Background: an optimization exercise with open tools, aiming at small area, a short achievable clock period and few clock cycles per item. Do not read the settings as production practice. In this exercise RTL edits were held to simulation tests only and were not proved equivalent to the original. Power and IR drop assume default switching activity.

`design/flow/config.mk`:
```
export PLATFORM = sky130hd
export DESIGN_NAME = set_intersection_dedup
export DESIGN_NICKNAME = set_intersection_dedup
export VERILOG_FILES = /design/flow/design.v
export SDC_FILE = /design/flow/constraint.sdc
export NUM_CORES = 4
export LEC_CHECK = 0
export CAP_MARGIN = 20
export CORE_MARGIN = 2
export CORE_UTILIZATION = 40
export SLEW_MARGIN = 20
```
`design/flow/constraint.sdc`:
```
create_clock -name core_clock -period 5.0 [get_ports {clk}]
set_input_delay 1.0000 -clock core_clock [delete_from_list [all_inputs] [get_ports {clk}]]
set_output_delay 1.0000 -clock core_clock [all_outputs]
set_load 0.01 [all_outputs]
```
`design/flow/design.v`:
```
module sid_ram #(
  parameter int WIDTH = 32,
  parameter int DEPTH = 32,
  parameter int AW    = (DEPTH > 1) ? $clog2(DEPTH) : 1
) (
  input  logic             clk,
  input  logic             we,
  input  logic [AW-1:0]    waddr,
  input  logic [WIDTH-1:0] wdata,
  input  logic [AW-1:0]    raddr,
  output logic [WIDTH-1:0] rdata
);
  logic [WIDTH-1:0] mem [DEPTH];
  always_ff @(posedge clk) begin
    if (we) begin
      mem[waddr] <= wdata;
    end
    rdata <= mem[raddr];
  end
endmodule
module sid_front (
  input  logic                          clk,
  input  logic                          rst,
  input  logic                          start,
  input  logic [1:0]                    opcode,
  input  logic [31:0]                   value,
  input  logic                          pop,
  output logic                          busy,
  output logic                          head_valid,
  output logic [1:0]                    head_kind,
  output logic [31:0]                   head_value
);
  localparam int         VALUE_W         = 32;
  localparam logic [1:0] OP_LOAD_FIRST   = 2'd0;
  localparam logic [1:0] OP_LOAD_SECOND  = 2'd1;
  localparam logic [1:0] OP_COMPUTE      = 2'd2;
  localparam logic [1:0] CMD_LOAD_FIRST  = 2'd0;
  localparam logic [1:0] CMD_LOAD_SECOND = 2'd1;
  localparam logic [1:0] CMD_COMPUTE     = 2'd2;
  localparam int QDEPTH = 2;
  logic [1:0]         kind_q  [QDEPTH];
  logic [VALUE_W-1:0] value_q [QDEPTH];
  logic               wr_ptr;
  logic               rd_ptr;
  logic [1:0]         count;
  logic [1:0] kind_in;
  logic keep;
  logic push;
  always_comb begin
    kind_in = CMD_LOAD_FIRST;
    keep    = 1'b1;
    unique case (opcode)
      OP_LOAD_FIRST:  kind_in = CMD_LOAD_FIRST;
      OP_LOAD_SECOND: kind_in = CMD_LOAD_SECOND;
      OP_COMPUTE:     kind_in = CMD_COMPUTE;
      default:        keep    = 1'b0;
    endcase
  end
  assign busy = (count == 2'(QDEPTH));
  assign push = start && !busy && keep;
  always_ff @(posedge clk) begin
    if (push) begin
      kind_q[wr_ptr]  <= kind_in;
      value_q[wr_ptr] <= value;
    end
  end
  always_ff @(posedge clk) begin
    if (rst) begin
      wr_ptr <= 1'b0;
      rd_ptr <= 1'b0;
      count  <= 2'd0;
    end else begin
      if (push) begin
        wr_ptr <= ~wr_ptr;
      end
      if (pop) begin
        rd_ptr <= ~rd_ptr;
      end
      case ({push, pop})
        2'b10:   count <= count + 2'd1;
        2'b01:   count <= count - 2'd1;
        default: count <= count;
      endcase
    end
  end
  always_comb begin
    head_valid = (count != 2'd0);
    head_kind  = kind_q[rd_ptr];
    head_value = value_q[rd_ptr];
  end
endmodule
module sid_back #(
  parameter int FIRST_DEPTH  = 32,
  parameter int SECOND_DEPTH = 32,
  parameter int ELEM_WIDTH   = 32
) (
  input  logic                          clk,
  input  logic                          rst,
  input  logic                          head_valid,
  input  logic [1:0]                    head_kind,
  input  logic [31:0]                   head_value,
  output logic                          pop,
  output logic                          strobe,
  output logic [31:0]                   common_value,
  output logic                          last,
  output logic                          none_found,
  output logic                          overflow
);
  localparam int         MAX_RESULTS     = 32;
  localparam int         RES_CNT_W       = $clog2(MAX_RESULTS + 1);
  localparam int         VALUE_W         = 32;
  localparam logic [1:0] CMD_LOAD_FIRST  = 2'd0;
  localparam logic [1:0] CMD_LOAD_SECOND = 2'd1;
  localparam logic [1:0] CMD_COMPUTE     = 2'd2;
  localparam int FA  = (FIRST_DEPTH > 1) ? $clog2(FIRST_DEPTH) : 1;
  localparam int SA  = (SECOND_DEPTH > 1) ? $clog2(SECOND_DEPTH) : 1;
  localparam int FCW = $clog2(FIRST_DEPTH + 1);
  localparam int SCW = $clog2(SECOND_DEPTH + 1);
  localparam int JW  = (FCW > SCW) ? FCW : SCW;
  typedef enum logic [8:0] {
    S_IDLE     = 9'b000000001,
    S_CAND_RD  = 9'b000000010,
    S_CAND_LD  = 9'b000000100,
    S_SEEN_RD  = 9'b000001000,
    S_SEEN_CMP = 9'b000010000,
    S_SEC_RD   = 9'b000100000,
    S_SEC_CMP  = 9'b001000000,
    S_NEXT     = 9'b010000000,
    S_DONE     = 9'b100000000
  } state_t;
  state_t                state;
  logic [FCW-1:0]        first_count;
  logic [SCW-1:0]        second_count;
  logic                  dropped;
  logic [FCW-1:0]        idx;
  logic [JW-1:0]         scan;
  logic [RES_CNT_W-1:0]  found;
  logic [ELEM_WIDTH-1:0] cand;
  logic [ELEM_WIDTH-1:0] pend;
  logic [ELEM_WIDTH+VALUE_W-1:0] load_wide;
  logic [ELEM_WIDTH-1:0]         load_elem;
  logic [ELEM_WIDTH+VALUE_W-1:0] pend_wide;
  logic                          we_first;
  logic                          we_second;
  logic [FA-1:0]                 raddr_first;
  logic [ELEM_WIDTH-1:0]         rdata_first;
  logic [ELEM_WIDTH-1:0]         rdata_second;
  assign load_wide = {ELEM_WIDTH'(0), head_value};
  assign load_elem = load_wide[ELEM_WIDTH-1:0];
  assign pend_wide = {VALUE_W'(0), pend};
  assign pop       = (state == S_IDLE) && head_valid;
  assign we_first  = pop && (head_kind == CMD_LOAD_FIRST) &&
                     (first_count < FCW'(FIRST_DEPTH));
  assign we_second = pop && (head_kind == CMD_LOAD_SECOND) &&
                     (second_count < SCW'(SECOND_DEPTH));
  assign raddr_first = (state == S_CAND_RD) ? idx[FA-1:0] : scan[FA-1:0];
  sid_ram #(
    .WIDTH (ELEM_WIDTH),
    .DEPTH (FIRST_DEPTH)
  ) u_first_ram (
    .clk   (clk),
    .we    (we_first),
    .waddr (first_count[FA-1:0]),
    .wdata (load_elem),
    .raddr (raddr_first),
    .rdata (rdata_first)
  );
  sid_ram #(
    .WIDTH (ELEM_WIDTH),
    .DEPTH (SECOND_DEPTH)
  ) u_second_ram (
    .clk   (clk),
    .we    (we_second),
    .waddr (second_count[SA-1:0]),
    .wdata (load_elem),
    .raddr (scan[SA-1:0]),
    .rdata (rdata_second)
  );
  always_ff @(posedge clk) begin
    if (state == S_CAND_LD) begin
      cand <= rdata_first;
    end
    if ((state == S_SEC_CMP) && (rdata_second == cand)) begin
      pend <= cand;
    end
  end
  always_ff @(posedge clk) begin
    if ((state == S_SEC_CMP) && (rdata_second == cand) && (found != '0)) begin
      common_value <= pend_wide[VALUE_W-1:0];
      last         <= 1'b0;
      none_found   <= 1'b0;
      overflow     <= dropped;
    end else if (state == S_DONE) begin
      common_value <= (found == '0) ? '0 : pend_wide[VALUE_W-1:0];
      last         <= 1'b1;
      none_found   <= (found == '0);
      overflow     <= dropped;
    end
  end
  always_ff @(posedge clk) begin
    if (rst) begin
      state        <= S_IDLE;
      first_count  <= '0;
      second_count <= '0;
      dropped      <= 1'b0;
      idx          <= '0;
      scan         <= '0;
      found        <= '0;
      strobe       <= 1'b0;
    end else begin
      strobe <= 1'b0;
      unique case (state)
        S_IDLE: begin
          if (head_valid) begin
            case (head_kind)
              CMD_LOAD_FIRST: begin
                if (we_first) begin
                  first_count <= first_count + FCW'(1);
                end else begin
                  dropped <= 1'b1;
                end
              end
              CMD_LOAD_SECOND: begin
                if (we_second) begin
                  second_count <= second_count + SCW'(1);
                end else begin
                  dropped <= 1'b1;
                end
              end
              default: begin
                idx   <= '0;
                found <= '0;
                state <= (first_count == '0) ? S_DONE : S_CAND_RD;
              end
            endcase
          end
        end
        S_CAND_RD: begin
          state <= S_CAND_LD;
        end
        S_CAND_LD: begin
          scan <= '0;
          if (idx != '0) begin
            state <= S_SEEN_RD;
          end else begin
            state <= (second_count == '0) ? S_NEXT : S_SEC_RD;
          end
        end
        S_SEEN_RD: begin
          state <= S_SEEN_CMP;
        end
        S_SEEN_CMP: begin
          if (rdata_first == cand) begin
            state <= S_NEXT;
          end else if (scan + JW'(1) == JW'(idx)) begin
            scan  <= '0;
            state <= (second_count == '0) ? S_NEXT : S_SEC_RD;
          end else begin
            scan  <= scan + JW'(1);
            state <= S_SEEN_RD;
          end
        end
        S_SEC_RD: begin
          state <= S_SEC_CMP;
        end
        S_SEC_CMP: begin
          if (rdata_second == cand) begin
            strobe <= (found != '0);
            found  <= found + RES_CNT_W'(1);
            state  <= (found + RES_CNT_W'(1) == RES_CNT_W'(MAX_RESULTS)) ?
                      S_DONE : S_NEXT;
          end else if (scan + JW'(1) == JW'(second_count)) begin
            state <= S_NEXT;
          end else begin
            scan  <= scan + JW'(1);
            state <= S_SEC_RD;
          end
        end
        S_NEXT: begin
          if (idx + FCW'(1) == first_count) begin
            state <= S_DONE;
          end else begin
            idx   <= idx + FCW'(1);
            state <= S_CAND_RD;
          end
        end
        S_DONE: begin
          strobe       <= 1'b1;
          first_count  <= '0;
          second_count <= '0;
          dropped      <= 1'b0;
          state        <= S_IDLE;
        end
        default: begin
          state <= S_IDLE;
        end
      endcase
    end
  end
endmodule
module set_intersection_dedup #(
  parameter int FIRST_DEPTH  = 32,
  parameter int SECOND_DEPTH = 32,
  parameter int ELEM_WIDTH   = 32
) (
  input  logic                          clk,
  input  logic                          rst,
  input  logic                          start,
  output logic                          busy,
  input  logic [1:0]                    opcode,
  input  logic signed [31:0] value,
  output logic                          strobe,
  output logic signed [31:0] common_value,
  output logic                          last,
  output logic                          none_found,
  output logic                          overflow
);
  logic               head_valid;
  logic [1:0]         head_kind;
  logic [31:0]        head_value;
  logic               pop;
  logic [31:0]        result_value;
  sid_front u_front (
    .clk    (clk),
    .rst    (rst),
    .start  (start),
    .opcode (opcode),
    .value  (value),
    .pop    (pop),
    .busy   (busy),
    .head_valid (head_valid),
    .head_kind  (head_kind),
    .head_value (head_value)
  );
  sid_back #(
    .FIRST_DEPTH  (FIRST_DEPTH),
    .SECOND_DEPTH (SECOND_DEPTH),
    .ELEM_WIDTH   (ELEM_WIDTH)
  ) u_back (
    .clk          (clk),
    .rst          (rst),
    .head_valid   (head_valid),
    .head_kind    (head_kind),
    .head_value   (head_value),
    .pop          (pop),
    .strobe       (strobe),
    .common_value (result_value),
    .last         (last),
    .none_found   (none_found),
    .overflow     (overflow)
  );
  assign common_value = result_value;
endmodule
```
`design/flow/run.sh`:
```
#!/bin/bash
# synth_recipe.tcl (not shown) runs the flow's synth.tcl, then flattens the netlist and writes it again
# the make line also repeats each setting of config.mk as NAME=value (left out here)
make -C /OpenROAD-flow-scripts/flow DESIGN_CONFIG=/design/flow/config.mk WORK_HOME=/design/flow/orfs CLKGATE_MAP_FILE= SYNTH_SCRIPT=/design/flow/synth_recipe.tcl finish
```
==> flow_metrics.tcl, run 1 <==
set metrics [dict create \
    total_power_mw 43.4 \
    cp.arrival_ps 5120 \
    crit_path_frequent_cell "buf_12" \
    routed_via_density 5.75 \
    slew_violations 0 \
    grt_antenna_before_repair 7 \
    use_met1_pct 28.4 \
    startpoint_type "flip-flop" \
    dpl_worst_slack_ps 698 \
    worstPathRequired_ps 5790 \
    cp-end-kind "flip-flop" \
    rsz0062_at_grt "no" \
    synthesis.nets 5111 \
    cp_slowest_stage_delay_ps 1110 \
    finClkSkew_ps 34.2 \
    synth_ff_type "edfxtp_1" \
    die_w_um 479 \
    p_leak_nw 32.7 \
    final_util_pct 46.0 \
    setup-tns-final_ps 0 \
    slew_headroom_pct 13.2 \
    yosysWarnings 3 \
    min-delay-path-class "reg2reg" \
    clock_sinks 2325 \
    maxCapViolCount 0 \
    cts_tree "done" \
    drive_above_1_share_pct 18.7 \
    dpl_cell_area_um2 95800 \
    post_cts_buffers 0 \
    die-area_um2 229000 \
    hold_slack_ps 441 \
    area_delta_synth_final_pct 14.4 \
    postRouteWirelength_mm 243 \
    hold_violations 0 \
    period_minus_slack_ps 4330 \
    coreArea_um2 224000 \
    syn_inst 5060 \
    drt_iter0_drc 5757 \
    vias 48684 \
    p_per_area_nw_per_um2 421 \
    syn_avg_cell_area_um2 17.8 \
    yosys-top-cells-area "edfxtp_1 74%, mux4_2 8.0%, nand2_1 2.5%" \
    numCtsBuffers 233 \
    fin_crit_sh_pct 86.7 \
    crit_chain "nor4_4, nand4_1, buf_12, nand2_4, buf_12, buf_12, a2111oi_0, nor4_1, a31oi_1, o21ai_1" \
    final.setup.worst_slack_ps 666 \
    top_level_ports 74 \
    grt_max_degree 141 \
    synth.top_cell.area_share_pct 73.7 \
    fin_cells 8460 \
    root_buffer "clkbuf_16" \
    slowest_stage "nor4_1" \
    nets 5314 \
    path_max_fanout 82 \
    ys_ff_latch 2325 \
    placementRows 174 \
    ir_worst_vdd_v 0.000392 \
    start_util_pct 40.2 \
    synth_common_cells "2213 x edfxtp_1, 610 x nand2_1, 320 x mux4_2" \
    gp_congestion 0.885 \
    grtUsageMet3_pct 3.35 \
    hold_buffers 0 \
    grt_pass1_vias 48008 \
    worst_pin_slew_ps 1290 \
    synth_edf_count 2213 \
    syn_area_um2 90200 \
    synth_cell_type_count 88 \
    finalSetupViolations 0 \
    async_flop_share_pct 0 \
    yosysMostFrequentCell "edfxtp_1" \
    grt-busiest-layer "met2" \
    crit_type "reg2reg" \
    maxClockFrequency_mhz 231 \
    ctsResizeCount 0 \
    grt_overflow 0 \
    dp.cells 8020 \
    die_h_um 479 \
    cts_max_path_buffers 3 \
    drc 0 \
    wl_per_cell_um 28.8 \
    htree_levels 4 \
    synth_top_cell_by_area "edfxtp_1" \
    status "no timing/DRC/antenna violations" \
    grt_pass1_wl_mm 349 \
    portBuffers 73 \
    met2_usage_pct 35.1 \
    grt_usage_pct 20.9 \
    hpwlAfterDp_mm 144 \
    firstDrtPassIters 6 \
    synth-seq-area-share_pct 76.2 \
    fin_area_um2 103000 \
    ant_nets 0 \
    insertion_delay_ps 870 \
    path_clk_slew_ps 60 \
]
-- registers in the layout, indices dropped and copies added (netlist names), 9 cells and up, named ones only --
name,count
u_back.pend,32
u_front.value_q,64
u_back.u_first_ram.mem,1024
u_back.u_second_ram.rdata,32
u_back.state,9
u_back.u_first_ram.rdata,32
u_back.cand,32
u_back.common_value,32
u_back.u_second_ram.mem,1024
-- cells by family after synthesis --
kind of cell | share of synthesized area [%]
AO/OA/AOI/OAI | 4.99
flip-flops | 76.2
XOR/XNOR | 1.07
adder cells (fa/ha/maj) | 0.194
multiplexers | 9.45
AND/OR/NAND/NOR | 6.55
buffers and inverters | 1.60
-- routing by layer --
metal / up-vias / wire (µm)
met4: 2 / 5920
met3: 347 / 17300
li1: 20701 / -
met1: 25731 / 98800
met2: 1903 / 122000
met5: - / 13
-- worst max-delay path, delay by kind of cell (launching register included) --
kind,cells,cell delay [ps]
simple gates,4,2270
buf+inv,3,830
compound gates,3,610
flops,1,390
-- report_power, final --
| part | switching, mW | internal (mW) |
|---|---|---|
| Sequential | 0.270 | 23.0 |
| Clock | 7.39 | 9.52 |
| Combinational | 2.60 | 0.549 |
-- path summary, 6_finish.rpt --
check                  start                           to  slack (ps)  cells after the start
max          u_back.state[5]  u_back.u_first_ram.rdata[2]         670                     10
min           u_back.dropped              u_back.overflow         440                      0
max reg2reg  u_back.state[5]  u_back.u_first_ram.rdata[2]         670                     10
min reg2reg   u_back.dropped              u_back.overflow         440                      0
-- area by class of cell --
class,instances,area (µm²)
Multi-Input combinational cell,2399,20700
Timing Repair Buffer,284,2560
Clock buffer,298,6210
Antenna cell,4,10.0
Inverter,20,80.1
Fill cell,19021,121000
Sequential cell,2325,68700
Clock inverter,138,1150
Tap cell,2992,3740
-- placed cells by master, fill, tap and decap left out, types with 71 or more instances in the layout --
cell             instances
a211oi_1               147
a31oi_1                 95
and3_1                 173
buf_4                  191
clkbuf_16              235
clkdlybuf4s50_1         73
dfxtp_1                108
edfxtp_1              2213
mux2i_1                 84
mux4_2                 320
nand2_1                608
nand3_1                154
nor2_4                  71
xor2_1                  75
Testbench counts, summed over its fixed seeds: cycles 124,760, runs 256.
==> run 2, diff against run 1 <==
==> design/flow/design.v (replaced) <==
module set_intersection_dedup (
  input  logic        clk,
  input  logic        rst,
  input  logic        start,
  output logic        busy,
  input  logic [1:0]  opcode,
  input  logic signed [31:0] value,
  output logic        strobe,
  output logic signed [31:0] common_value,
  output logic        last,
  output logic        none_found,
  output logic        overflow
);
  localparam int N = 32;
  localparam int W = 32;
  logic         c_v;
  logic [1:0]   c_op;
  logic [W-1:0] c_val;
  logic [W-1:0] fmem [N];
  logic [W-1:0] smem [N];
  logic [N-1:0] fvalid;      
  logic [N-1:0] svalid;      
  logic [N-1:0] fhit;
  logic [5:0]   fcount;      
  logic [5:0]   hitcnt;      
  logic         dropped;
  logic [N-1:0] pending;
  logic [5:0]   rem;
  logic         e_none;
  logic         e_ovf;
  logic take;
  assign take = start && !busy;
  logic do_first, do_second, do_comp, comp_ok;
  logic ffull, sfull;
  assign ffull     = fcount[5];
  assign sfull     = svalid[N-1];
  assign do_first  = c_v && (c_op == 2'd0) && !ffull;
  assign do_second = c_v && (c_op == 2'd1) && !sfull;
  assign comp_ok   = (rem[5:1] == 5'd0);
  assign do_comp   = c_v && (c_op == 2'd2) && comp_ok;
  logic [N-1:0] fmatch, smatch;
  always_comb begin
    for (int i = 0; i < N; i++) begin
      fmatch[i] = fvalid[i] && (fmem[i] == c_val);
      smatch[i] = svalid[i] && (smem[i] == c_val);
    end
  end
  logic dup, in_s, new_hit;
  assign dup     = |fmatch;
  assign in_s    = |smatch;
  assign new_hit = |(fmatch & ~fhit);
  logic [N-1:0] fslot, sslot;
  assign fslot = fvalid ^ {fvalid[N-2:0], 1'b1};
  assign sslot = svalid ^ {svalid[N-2:0], 1'b1};
  always_ff @(posedge clk) begin
    for (int i = 0; i < N; i++) begin
      if (c_v && (c_op == 2'd0) && fslot[i]) fmem[i] <= c_val;
      if (c_v && (c_op == 2'd1) && sslot[i]) smem[i] <= c_val;
    end
  end
  always_ff @(posedge clk) begin
    for (int i = 0; i < N; i++) begin
      if (c_v && (c_op == 2'd0) && fslot[i])
        fhit[i] <= in_s;
      else if (do_second && fmatch[i])
        fhit[i] <= 1'b1;
    end
  end
  logic [N-1:0] sel;
  assign sel = pending & ~(pending - N'(1));
  logic [W-1:0] sel_val;
  always_comb begin
    sel_val = '0;
    for (int i = 0; i < N; i++)
      sel_val = sel_val | (fmem[i] & {W{sel[i]}});
  end
  logic       nxt_comp;
  logic [5:0] rem_nxt;
  always_comb begin
    if (do_comp)
      rem_nxt = (hitcnt == 6'd0) ? 6'd1 : hitcnt;
    else if (rem != 6'd0)
      rem_nxt = rem - 6'd1;
    else
      rem_nxt = 6'd0;
    if (take)
      nxt_comp = (opcode == 2'd2);
    else
      nxt_comp = c_v && (c_op == 2'd2) && !comp_ok;
  end
  always_ff @(posedge clk) begin
    c_val <= value;
    if (take) c_op <= opcode;
    if (rst) begin
      c_v     <= 1'b0;
      busy    <= 1'b0;
      fvalid  <= '0;
      svalid  <= '0;
      fcount  <= '0;
      hitcnt  <= '0;
      dropped <= 1'b0;
      pending <= '0;
      rem     <= '0;
      strobe  <= 1'b0;
    end else begin
      c_v  <= take ? (opcode != 2'd3) : (c_v && (c_op == 2'd2) && !comp_ok);
      busy <= nxt_comp && (rem_nxt[5:1] != 5'd0);
      rem  <= rem_nxt;
      strobe <= (rem != 6'd0);
      if (do_comp) begin
        fvalid  <= '0;
        svalid  <= '0;
        fcount  <= '0;
        hitcnt  <= '0;
        dropped <= 1'b0;
        pending <= fvalid & fhit;
      end else begin
        pending <= pending & ~sel;
        if (c_v && (c_op == 2'd0)) begin
          if (ffull) begin
            dropped <= 1'b1;
          end else begin
            fcount <= fcount + 6'd1;
            if (!dup) begin
              fvalid <= {fvalid[N-2:0], 1'b1};
              if (in_s) hitcnt <= hitcnt + 6'd1;
            end
          end
        end
        if (c_v && (c_op == 2'd1)) begin
          if (sfull) begin
            dropped <= 1'b1;
          end else begin
            svalid <= {svalid[N-2:0], 1'b1};
            if (new_hit) hitcnt <= hitcnt + 6'd1;
          end
        end
      end
    end
  end
  always_ff @(posedge clk) begin
    if (do_comp) begin
      e_none <= (hitcnt == 6'd0);
      e_ovf  <= dropped;
    end
    common_value <= e_none ? '0 : sel_val;
    last         <= (rem == 6'd1);
    none_found   <= e_none;
    overflow     <= e_ovf;
  end
endmodule
==> flow_metrics.tcl, run 2 <==
set metrics [dict create \
    period_minus_slack_ps 4750 \
    wl_per_cell_um 29.3 \
    yosysMostFrequentCell "edfxtp_1" \
    drt_iter0_drc 8167 \
    ys_ff_latch 2269 \
    die_h_um 508 \
    area_delta_synth_final_pct 14.9 \
    path_clk_slew_ps 60 \
    routed-wl-met2_mm 154 \
    numCtsBuffers 231 \
    nets 7698 \
    hold_buffers 0 \
    fin_crit_sh_pct 95.0 \
    synth_xor_area_share_pct 18.1 \
    hold_slack_ps 346 \
    rsz0062_at_grt "no" \
    ir_worst_vdd_v 0.000359 \
    routed_via_density 5.69 \
    yosys-top-cells-area "edfxtp_1 62%, xor2_1 14%, xnor2_1 4.6%" \
    cp.arrival_ps 5440 \
    path_max_fanout 45 \
    firstDrtPassIters 10 \
    async_flop_share_pct 0 \
    syn_inst 7361 \
    r2r_end "common_value[30]" \
    synth-compound-area-share_pct 4.82 \
    hold_path.startpoint "e_ovf" \
    grt_usage_pct 24.9 \
    finalSetupViolations 0 \
    crit_type "reg2reg" \
    drt-met1-wl_mm 138 \
    maxUsedRoutingLayer "met5" \
    final_util_pct 46.1 \
    maxClockFrequency_mhz 211 \
    hold_violations 0 \
    reg2regPathDepth 11 \
    hpwlAfterDp_mm 224 \
    reg_top3 "fmem x1024, smem x1024" \
    status "no timing/DRC/antenna violations" \
    worstPathRequired_ps 5690 \
    min_path_cells 0 \
    p_per_area_nw_per_um2 351 \
    synth-seq-area-share_pct 65.2 \
    synth.top_cell.area_share_pct 61.6 \
    ant_nets 0 \
    grt_antenna_before_repair 9 \
    synthAdderAreaFrac_pct 0.0862 \
    setup-tns-final_ps 0 \
    htree_levels 4 \
    final_cell_mix "2084 x edfxtp_1, 1567 x xor2_1, 537 x xnor2_1" \
    synth_top_family_by_area "XOR/XNOR gates" \
    grt_pass1_wl_mm 465 \
    slew_violations 0 \
    clock_sinks 2269 \
    cp-end-kind "flip-flop" \
    top_level_ports 74 \
    hold_end "overflow" \
    root_buffer "clkbuf_16" \
    yosysWarnings 3 \
    synth_top_cell_by_area "edfxtp_1" \
    synthSimpleGateAreaFrac_pct 9.03 \
    die_w_um 508 \
    ctsResizeCount 0 \
    route.met3.wl_mm 23.6 \
    die-area_um2 258000 \
    finClkSkew_ps 42.2 \
    min-delay-path-class "reg2reg" \
    start_util_pct 40.1 \
    drc 0 \
    ff2ff_setup_slack_ps 250 \
    grt_max_degree 68 \
    synth.mux.area_fraction_pct 0.296 \
    cts_max_path_buffers 3 \
    grt_pass1_vias 61994 \
    slew_headroom_pct 20.0 \
    gp_congestion 1.01 \
    rr_startpoint "pending[0]" \
    synthesis.nets 7405 \
    synth_edf_count 2084 \
    worst_pin_slew_ps 1200 \
    total_power_mw 40.9 \
    grt_overflow 0 \
    post_cts_buffers 0 \
    layout_commonest_cell "edfxtp_1" \
    syn_area_um2 102000 \
    drive_above_1_share_pct 11.6 \
    maxCapViolCount 0 \
    vias 63879 \
    startpoint_type "flip-flop" \
    placementRows 185 \
    cts_tree "done" \
    synth_common_cells "2084 x edfxtp_1, 1567 x xor2_1, 537 x xnor2_1" \
    portBuffers 73 \
    insertion_delay_ps 900 \
    p_leak_nw 38.0 \
    postRouteWirelength_mm 329 \
    coreArea_um2 253000 \
    synth_cell_type_count 66 \
    synth_ff_type "edfxtp_1" \
    syn_avg_cell_area_um2 13.8 \
]
run 2: changes by cell type in the layout (fill, tap and decap cells not counted), moves of 143 or more:
cell      before   now
xor2_1        75  1567
xnor2_1       17   537
nor4_1        29   391
mux4_2       320     0
a21oi_1       30   215
nand4_1       12   189
buf_4        191   354
and3_1       173    17
a211oi_1     147     4
run 2: where the power goes:
part / switching [mW] / internal, mW
Combinational: 1.47 / 0.809
Sequential: 0.209 / 20.7
Clock: 7.64 / 10.1
run 2: metal layers:
layer | vias up | GRT usage, %
met5 | - | 0
met4 | 2 | 9.47
met3 | 514 | 3.33
met2 | 2852 | 39.9
met1 | 32737 | 34.4
li1 | 27774 | -
run 2: logic make-up after synthesis:
group           Yosys count
xor+xnor               2104
flops                  2269
buf+inv                 480
compound gates          718
simple gates           1753
fa+ha+maj                 7
mux                      30
run 2: how the worst max path moves through the flow:
stage,from,endpoint,slack (ps),cells past startpoint
5_1_grt,pending[0],common_value[30],180,11
2_1_floorplan,c_val[27],fhit[10],1130,13
3_3_place_gp,c_val[1],hitcnt[5],340,11
6_report,pending[0],common_value[30],250,11
4_1_cts,pending[0],common_value[30],350,11
3_5_place_dp,pending[0],common_value[30],370,11
run 2: area by class of cell:
cell class	count	area, µm²
inverters	32	120
flip-flops and latches	2269	66400
repair buffers	508	5040
clock buffers	305	6330
well taps	3366	4210
clock inverters	133	1360
multi-input cells	4612	33200
fillers	22450	137000
diodes	7	17.5
run 2: per-stage QoR:
stage / cells / area [µm²] / setup WS (ps)
after floorplan: 7361 / 102000 / 1130
after global placement: 10780 / 109000 / 342
after detailed placement: 10783 / 109000 / 369
after CTS: 11221 / 117000 / 346
after global routing: 11227 / 117000 / 180
final: 11232 / 117000 / 250
run 2: worst max-delay path: stages, from the launching register on:
cell	delay, ps
dfxtp_2	370
buf_4	430
nor4b_2	170
buf_4	250
a221o_1	320
a221oi_1	650
nand4_1	460
a221oi_1	670
nand4_1	180
a221o_1	380
a211oi_1	410
a31oi_1	250
Testbench counts of run 2, summed over its fixed seeds: cycles 9,125, runs 256.

-- static timing again, ports no longer ideal --
Ports are ideal in the flow. The routed layouts listed here were re-timed in OpenROAD.
Step 1 (the two cells are an assumption about what drives the block):
set clk [get_ports {clk}]
set_driving_cell -lib_cell sky130_fd_sc_hd__clkbuf_16 $clk
set_driving_cell -lib_cell sky130_fd_sc_hd__buf_2 [delete_from_list [all_inputs] $clk]
Step 2 moves the port delays by t, midway between the first and last clock arrival at a register: inputs arrive t later, outputs are due t later. That takes back most of the time a late clock gives input paths.
a / b / c = no drivers / after step 1 / after step 2; a / b = the first two.
| run | t, ns | slack for setup (ns) | latest minus earliest clock arrival (ns) | worst register clock-pin slew, ns | worst slew at a driven data input, ns |
|---|---|---|---|---|---|
| run 1 | 0.935 | 0.666 / 0.666 / 0.666 | 0.039 / 0.039 | 0.07 / 0.07 | 0.09 |
| run 2 | 0.962 | 0.250 / 0.250 / 0.250 | 0.052 / 0.052 | 0.07 / 0.07 | 0.19 |
After both steps every run listed still meets setup and hold.
